Source: an optimization exercise on an open RTL-to-GDS flow (aim: small area, a short achievable clock period and few clock cycles). Production flows keep margins and buffers that such runs may drop.
Power and IR drop assume default switching activity.

## tcp_timestamp_option_finder
module tcp_timestamp_option_finder
(
  input  logic        clk,
  input  logic        rst,
  input  logic        in_valid,
  output logic        in_ready,
  input  logic [7:0]  data_byte,
  input  logic        first_byte,
  input  logic        last_byte,
  input  logic [15:0] total_length,
  output logic        out_valid,
  input  logic        out_ready,
  output logic        found,
  output logic [7:0]  option_kind,
  output logic [7:0]  option_length,
  output logic [31:0] ts_value,
  output logic [31:0] ts_echo
);
Settings: LEC_CHECK=0, CAP_MARGIN=20, CORE_MARGIN=2, CORE_UTILIZATION=40, CTS_BUF_LIST=sky130_fd_sc_hd__clkbuf_8, PLACE_DENSITY=0.6, SETUP_SLACK_MARGIN=3.4, SLEW_MARGIN=20; clock period 6.0 ns.
standard.sh (not shown) runs the stock make flow with config.mk's settings and CLKGATE_MAP_FILE= SYNTH_SCRIPT=/design/flow/synth_recipe.tcl, a recipe that flattens the netlist after the stock synthesis.
==> flow/flow/run.sh <==
#!/bin/bash
# Layout flow: the standard ORFS flow with two changes.
# - Synthesis leaves adders to abc (no ADDER_MAP_FILE): the design's only arithmetic is a
#   bound check written as a carry tree and two counters, which abc maps faster than the
#   full-adder cells. Registers are mapped exactly as in the standard synthesis.
# - The port buffers that placement inserts are plain sky130_fd_sc_hd__buf_1 cells (ORFS
#   otherwise picks a delay buffer).
# Every ORFS step keeps its own log under orfs/logs/; make's output goes to standard.log.
set -euo pipefail
cd "$(dirname "$0")/.."
export ADDER_MAP_FILE=
export BUFFER_PORTS_ARGS="-buffer_cell sky130_fd_sc_hd__buf_1"
bash standard.sh > standard.log 2>&1
==> next run, changes <==
- CTS_CLUSTER_DIAMETER: default -> 80
- CTS_CLUSTER_SIZE: default -> 30
- SETUP_SLACK_MARGIN: 3.4 -> 3.6
Result:
- The changed run went through all stages and came out clean
- via count increases by 1.6%
- power decreases by 7.3%
- first-iteration DRC count decreases by 20%
- synthesized area stays the same
- clock power decreases by 17%
- worst setup slack improves by 0.036 ns
- utilization increases by 0.26 points
- die area stays the same
==> next run, changes <==
- CTS_CLUSTER_DIAMETER: 80 -> default
- CTS_CLUSTER_SIZE: 30 -> default
- SETUP_SLACK_MARGIN: 3.6 -> default
Result:
- The changed run produced a clean layout
- worst setup slack gets worse by 0.30 ns
- clock-buffer cell count is lower by 1
- design area is lower by 1.4%
==> next run, changes <==
- SETUP_SLACK_MARGIN: default -> 3.6
The new run passed the timing, design-rule and antenna checks; wire length grows by 1.4%; non-clock buffer count grows by 12; power shrinks by 5.1%; hold slack degrades by 0.0061 ns; setup slack improves by 0.30 ns; synthesized area does not change; cell area grows by 1.4%; die area stays the same; count of clock-buffer cells in the layout grows by 1; combinational power grows by about 9%; final cell count grows by 1.5%.
==> next run, changes <==
==> flow/flow/run.sh (replaced) <==
#!/bin/bash
# Layout flow: the standard ORFS flow, with the port buffers that placement inserts
# made as plain sky130_fd_sc_hd__buf_1 cells (ORFS otherwise picks a delay buffer).
# Every ORFS step keeps its own log under orfs/logs/; make's output goes to standard.log.
set -euo pipefail
cd "$(dirname "$0")/.."
export BUFFER_PORTS_ARGS="-buffer_cell sky130_fd_sc_hd__buf_1"
bash standard.sh > standard.log 2>&1
- SETUP_SLACK_MARGIN: 3.6 -> default
Non-clock buffer count went down by 12.
Hold slack is about the same.
Cell area rises by 1.8%.
Fmax came out lower by 23%.
Register-to-register slack gains 0.02 ns.
Total power went up by 12%.
Clock power came out higher by 29%.
Global-route usage went down by 1.2 points.
Setup slack got worse by 0.75 ns.
==> next run, changes <==
==> flow/flow/run.sh (replaced) <==
#!/bin/bash
# Layout flow: the standard ORFS flow with two changes.
# - Synthesis leaves adders to abc (no ADDER_MAP_FILE): the design's only arithmetic is a
#   bound check written as a carry tree and two counters, which abc maps faster than the
#   full-adder cells. Registers are mapped exactly as in the standard synthesis.
# - The port buffers that placement inserts are plain sky130_fd_sc_hd__buf_1 cells (ORFS
#   otherwise picks a delay buffer).
# Every ORFS step keeps its own log under orfs/logs/; make's output goes to standard.log.
set -euo pipefail
cd "$(dirname "$0")/.."
export ADDER_MAP_FILE=
export BUFFER_PORTS_ARGS="-buffer_cell sky130_fd_sc_hd__buf_1"
bash standard.sh > standard.log 2>&1
- SETUP_SLACK_MARGIN: default -> 4.0
The changed run passed the timing, design-rule and antenna checks.
Wire length came out higher by 22%.
Critical path depth drops by 3.
Fmax came out higher by 34%.
Via count goes up by about 16%.
Sequential power is about the same.
Die area fell by 2.6%.
Design area increases by about 25%.
Cell count rises by about 14%.
Function was not checked in any run of this note: the RTL went through the layout flow alone.

port drivers added, routing unchanged:
The flow's constraints put no driver on any port. The routed layouts listed below were extracted and timed again, unchanged, in two steps. Step 1 assumes that a clkbuf_16 drives the clock port and a buf_2 every other input. Step 2 times the ports against the registers' clock, not the clock port: input delays grow and output delays shrink by t, the midpoint of the rising clock arrivals with the driver on. Slacks: ideal / step 1 / step 2; pairs: ideal / step 1.
| run | t (ns) | setup WS [ns] | worst setup path after step 2 | slew at the worst register clock pin (ns) | worst slew at a driven data input, ns |
|---|---|---|---|---|---|
| the first run | 0.467 | 3.494 / 3.509 / 3.042 | input to register | 0.07 / 0.07 | 0.06 |
| the second run | 0.464 | 3.530 / 3.543 / 3.079 | input to register | 0.07 / 0.07 | 0.03 |
| the third run | 0.464 | 3.227 / 3.242 / 2.779 | input to register | 0.08 / 0.08 | 0.03 |
| the fourth run | 0.464 | 3.530 / 3.543 / 3.079 | input to register | 0.07 / 0.07 | 0.03 |
| the fifth run | 0.459 | 2.781 / 2.798 / 2.339 | input to register | 0.07 / 0.07 | 0.05 |
| the sixth run | 0.468 | 3.590 / 3.590 / 3.172 | input to register | 0.07 / 0.07 | 0.04 |
After both steps setup and hold are still met in every run listed. The setup slack of the first run, which loses most, moves by +0.015 ns with the drivers and by -0.452 ns with both steps.
